Context: an optimization exercise on an open-source flow, tuned for small area. The choices shown serve that exercise and are no tape-out recipe.
Only simulation tests tie the RTL to the original design; equivalence was not proved.
Power is estimated from default activity; no workload was simulated.

**flow/run.sh**
```bash
#!/bin/bash
# synth_recipe.tcl (not shown) runs the flow's synth.tcl, then flattens the netlist and writes it again
# the make line also repeats each setting of config.mk as NAME=value (left out here)
make -C /OpenROAD-flow-scripts/flow DESIGN_CONFIG=/design/flow/config.mk WORK_HOME=/design/flow/orfs CLKGATE_MAP_FILE= SYNTH_SCRIPT=/design/flow/synth_recipe.tcl finish
```
**flow/config.mk**
```make
export PLATFORM = sky130hd
export DESIGN_NAME = reg_files
export DESIGN_NICKNAME = reg_files
export VERILOG_FILES = /design/flow/design.v
export SDC_FILE = /design/flow/constraint.sdc
export NUM_CORES = 4
export LEC_CHECK = 0
export CAP_MARGIN = 20
export CORE_MARGIN = 2
export CORE_UTILIZATION = 40
export SLEW_MARGIN = 20
```
**flow/constraint.sdc**
```tcl
create_clock -name core_clock -period 6.5 [get_ports {CLK}]
set_input_delay 1.3000 -clock core_clock [delete_from_list [all_inputs] [get_ports {CLK}]]
set_output_delay 1.3000 -clock core_clock [all_outputs]
set_load 0.01 [all_outputs]
```
**flow/design.v**
```verilog
package regfile_pkg;
  localparam int DATA_W   = 32;
  localparam int ADDR_W   = 5;
  localparam int NUM_REGS = 2 ** ADDR_W;
  typedef logic [DATA_W-1:0] data_t;
  typedef logic [ADDR_W-1:0] addr_t;
  localparam addr_t REG_ZERO = 5'd0;
endpackage
module regfile_rd_port (
  input  regfile_pkg::addr_t       addr_i,
  input  regfile_pkg::data_t [regfile_pkg::NUM_REGS-1:0] mem_i,
  output regfile_pkg::data_t       data_o
);
  always_comb begin
    data_o = mem_i[addr_i];
    if (addr_i == regfile_pkg::REG_ZERO) begin
      data_o = '0;
    end
  end
endmodule
module reg_files (
  input  logic                                  CLK,
  input  logic                                  rst_n,
  input  logic [2*regfile_pkg::ADDR_W-1:0]      rs_rt,
  input  regfile_pkg::addr_t                    rwd,
  input  regfile_pkg::data_t                    wb_data,
  output regfile_pkg::data_t                    val_rs,
  output regfile_pkg::data_t                    val_rt
);
  regfile_pkg::data_t [regfile_pkg::NUM_REGS-1:0] mem_q;
  always_ff @(posedge CLK or negedge rst_n) begin
    if (!rst_n) begin
      for (int i = 0; i < regfile_pkg::NUM_REGS; i++) begin
        mem_q[i] <= '0;
      end
    end else if (rwd != regfile_pkg::REG_ZERO) begin
      mem_q[rwd] <= wb_data;
    end
  end
  regfile_rd_port u_rd_rs (
    .addr_i    (rs_rt[2*regfile_pkg::ADDR_W-1:regfile_pkg::ADDR_W]),
    .mem_i     (mem_q),
    .data_o    (val_rs)
  );
  regfile_rd_port u_rd_rt (
    .addr_i    (rs_rt[regfile_pkg::ADDR_W-1:0]),
    .mem_i     (mem_q),
    .data_o    (val_rt)
  );
endmodule
```
==> run summary <==
-- area by class of cell --
type                    instances  area [um2]  share of cell area
multi-input cells            2154       27000               0.443
repair buffers                241        2430              0.0398
diodes                          2        5.00           0.0000819
inverters                       5        21.3            0.000348
clock buffers                 167        3290              0.0539
clock inverters                34         475             0.00778
well taps                    1781        2230              0.0365
flip-flops and latches       1024       25600               0.419
-- through the flow --
step	hold WS [ns]	util
final	0.394	0.452
after global routing	0.404	0.452
after CTS	0.396	0.453
after detailed placement	0.383	0.425
after global placement	0.377	0.425
after floorplan	0.441	-
-- logic make-up (layout without fill, tap and decap cells) --
logic type	Yosys count	in the layout	synth area share
multiplexers	1663	1663	0.427
flip-flops	1024	1024	0.472
buffers and inverters	434	447	0.0361
AO/OA/AOI/OAI	320	320	0.0464
AND/OR/NAND/NOR	165	165	0.0177
XOR/XNOR	4	4	0.000783
adder cells (fa/ha/maj)	2	2	0.000461
other	0	2	0
-- layout by cell type, fill, tap and decap left out, drive strengths merged, types with 2 or more instances in the layout --
cell / synthesis / layout
nor4: 3 / 3
nor3b: 3 / 3
xor2: 2 / 2
o21ai: 32 / 32
clkdlybuf4s50: 0 / 88
nor4b: 3 / 3
a221o: 32 / 32
nand3b: 3 / 3
nor2b: 5 / 5
diode: 0 / 2
a211oi: 32 / 32
a22o: 32 / 32
ha: 2 / 2
o221ai: 32 / 32
mux2: 1054 / 1054
xnor2: 2 / 2
or4: 2 / 2
clkbuf: 240 / 169
and3: 33 / 33
mux2i: 192 / 192
a31oi: 32 / 32
nor2: 12 / 12
nand2: 39 / 39
dfrtp: 1024 / 1024
a221oi: 63 / 63
nand3: 12 / 12
clkinvlp: 0 / 3
nor3: 44 / 44
clkinv: 0 / 18
buf: 189 / 151
a22oi: 64 / 64
bufinv: 0 / 11
inv: 5 / 7
mux4: 417 / 417
and2: 2 / 2
-- where the power goes --
group | total, mW | switching [mW] | internal [mW]
Clock | 6.62 | 2.71 | 3.91
Combinational | 6.04 | 2.24 | 3.80
Sequential | 10.2 | 1.59 | 8.58
-- layer usage --
| metal | global-route usage | vias up | share of wire |
|---|---|---|---|
| met4 | 0.0770 | 2 | 0.033 |
| met3 | 0.0463 | 327 | 0.067 |
| met1 | 0.354 | 18900 | 0.43 |
| li1 | - | 14000 | - |
| met5 | 0 | - | 0.000074 |
| met2 | 0.403 | 1241 | 0.47 |
-- critical path, cell delays in order --
cell,delay [ns]
sky130_fd_sc_hd__clkdlybuf4s50_1,0.54
sky130_fd_sc_hd__buf_4,0.27
sky130_fd_sc_hd__nand3b_1,0.45
sky130_fd_sc_hd__buf_12,0.36
sky130_fd_sc_hd__o221ai_1,0.16
sky130_fd_sc_hd__a211oi_1,0.07
sky130_fd_sc_hd__nor3_1,0.81
sky130_fd_sc_hd__clkdlybuf4s50_1,0.70
-- Yosys cell counts (33+ instances only) --
cell type	n	area, um2
sky130_fd_sc_hd__a221oi_1	63	552
sky130_fd_sc_hd__dfrtp_1	1024	25600
sky130_fd_sc_hd__mux2_2	1021	11500
sky130_fd_sc_hd__and3_1	33	206
sky130_fd_sc_hd__buf_2	151	756
sky130_fd_sc_hd__nand2_1	39	146
sky130_fd_sc_hd__a22oi_1	64	480
sky130_fd_sc_hd__mux2i_1	192	1920
sky130_fd_sc_hd__mux2_1	33	372
sky130_fd_sc_hd__nor3_1	36	180
sky130_fd_sc_hd__clkbuf_1	240	901
sky130_fd_sc_hd__mux4_2	417	9390
-- worst paths after layout --
| path | startpoint | endpoint | slack, ns | cells past startpoint |
|---|---|---|---|---|
| setup / recovery | rs_rt[2] | val_rt[8] | 0.53 | 8 |
| hold / removal | mem_q[21]$_DFFE_PN0N_ | mem_q[21]$_DFFE_PN0N_ | 0.39 | 0 |
| setup reg to reg | mem_q[392]$_DFFE_PN0N_ | mem_q[392]$_DFFE_PN0N_ | 5.68 | 1 |
| hold reg to reg | mem_q[21]$_DFFE_PN0N_ | mem_q[21]$_DFFE_PN0N_ | 0.39 | 0 |
| max in group asynchronous | rst_n | mem_q[121]$_DFFE_PN0N_ | 4.47 | 2 |
| min in group asynchronous | rst_n | mem_q[931]$_DFFE_PN0N_ | 0.63 | 1 |
==> Flow_metrics.wiki <==
{| class="wikitable"
! Metric !! Value
|-
| Result of the run || no timing/DRC/antenna violations
|-
| Pre-CTS WS || 0.606 ns
|-
| Post-synthesis instance total || approximately 3.6k
|-
| Largest register by flop count || mem_q
|-
| Placed cell areas || 57400 um2
|-
| Critical path startpoint category || input pin
|-
| Overflow left after global routing || 0
|-
| Clock latency on the worst-skew pair || 0.73 ns
|-
| Per-cell routed wire length || between 30 and 40 um
|-
| Period Utilization, post-route || 0.918
|-
| Deepest clock path buffer count || 3
|-
| Post-route DRC violation count || 0
|-
| Relative slew slack || 0.252
|-
| Maximum frequency from static timing analysis || between 150 and 200 MHz
|-
| Number of flip-flops under the largest register name || 1024
|-
| Final weighted congestion in routability-driven placement || 0.794
|-
| Worst Setup End Kind || primary output
|-
| DRC marker count from the first detailed-route iteration || 2962
|-
| Core Area || between 100000 and 150000 um2
|-
| Count of standard-cell rows || 135
|-
| Number of optimization iterations in the first detailed-route pass || 6
|-
| Standby leakage power || 25.3 nW
|-
| Clock tree from TritonCTS || built
|-
| Post-DP HPWL || 102000 um
|-
| Non-Filler Cell Area, Final || 61100 um2
|-
| Clk sink count || 1024
|-
| Signed area change from the synthesized netlist to the final layout || 12.5%
|-
| Worst clock skew on the final layout || 0 ns
|-
| Remaining number of nets flagged by the antenna check after routing || 0
|-
| Number of buffers added for setup after CTS || 0
|-
| Count of yosys warnings during synthesis || 2
|-
| Part of the Yosys area used for sequential elements || 0.472
|-
| Setup Crit Path Kind || input pin to primary output
|-
| Path category of the worst min-delay check || flip-flop to flip-flop
|-
| Post-synthesis average cell area || 15.0 um2
|-
| Synth Register Bits || 1024
|-
| Worst supply voltage drop on vdd || 0.000269 V
|-
| Maximum level of the CTS H-tree || 3
|-
| Overall die area || about 140000 um2
|-
| Clk Tree Root Cell || sky130_fd_sc_hd__clkbuf_16
|-
| Final nets || 3588
|-
| Final Slew Violations || 0
|-
| Async set-reset flop share out of synthesis || 1.00
|-
| Cell Count, Final, Fillers Out || 5408
|-
| Layout filler cell count || 12.0k
|-
| Worst setup slack after layout || approximately 0.53 ns
|-
| Required @ worst endpoint || about 5.2 ns
|-
| Max Cap Violations || 0
|-
| Number of failing hold endpoints at the final stage || 0
|-
| Slew at the pin closest to its max-slew limit || 1.12 ns
|-
| Minimum period implied by the final worst setup slack || 5.97 ns
|-
| Data arrival, critical path || 4.67 ns
|-
| Fin Setup TNS || 0 ns
|-
| Post-cts resize count || 0
|-
| Number of synthesized flops with an enable pin || 0
|-
| PortBufs || 112
|-
| Antenna violations before repair || 6
|-
| Power per standard cell area || 373 nW/um2
|-
| Synthesized netlist net count || 3663
|-
| Instance count after placement with tap cells included || 5205
|-
| Largest net degree at the start of global routing || 150
|-
| Largest registers ranked by flip-flop count || mem_q x1024
|-
| Dominant synthesized flop cell || sky130_fd_sc_hd__dfrtp_1
|-
| Overall die height || 373 um
|-
| Via count normalized by instance count || around 6.4
|-
| Overall fraction of global-route tracks in use || 0.254
|-
| Global-route wire length before repair || 256000 um
|-
| Maximum fanout count along the critical path || 15
|-
| CTS buffer count || 111
|-
| Total length of routed wires || 175000 um
|-
| Hold-fix buffers, CTS || 0
|-
| Post-Synthesis Cell Area || 54300 um2
|-
| Unrepaired setup endpoints after global routing || no
|-
| Effective utilization at floorplan || 0.402
|-
| Sum of internal, switching and leakage power || 22.8 mW
|-
| Clock transition at the registers of the reported paths || 0.06 ns
|-
| Share of layout cells above drive strength 1 || 0.502
|-
| Number of global-route vias before repair || ~35k
|-
| Setup violation total in the final timing report || 0
|-
| Width of the die || 373 um
|-
| Via count || 34.4k
|-
| Boundary pin count || 113
|-
| Post-synth cell types || 45
|}

==> separate check: timing with driven ports <==
The results above use ideal ports. As a check the final layout listed here was re-extracted and re-timed, cells and wires unchanged. Step 1, drivers: a clkbuf_16 drives CLK and a buf_2 each remaining input, both assumed. Step 2 adds t to the input delays and takes it off the output delays; t is the mean of the earliest and latest rising clock arrival at the registers after step 1. Input paths then give back, and output paths get back, about the clock's delay inside the block. Three values: no drivers, after step 1, after step 2; two values: the first two.
t, ns: 0.797
setup WS [ns]: 0.533 / 0.499 / 0.499
hold WS [ns]: 0.394 / 0.394 / 0.394
worst register clock-pin slew, ns: 0.07 / 0.07
worst slew at a driven data input, ns: 0.17
After both steps this run still meets setup and hold. For this run, drivers alone change the setup slack by -0.034 ns; drivers and shift together by -0.034 ns.
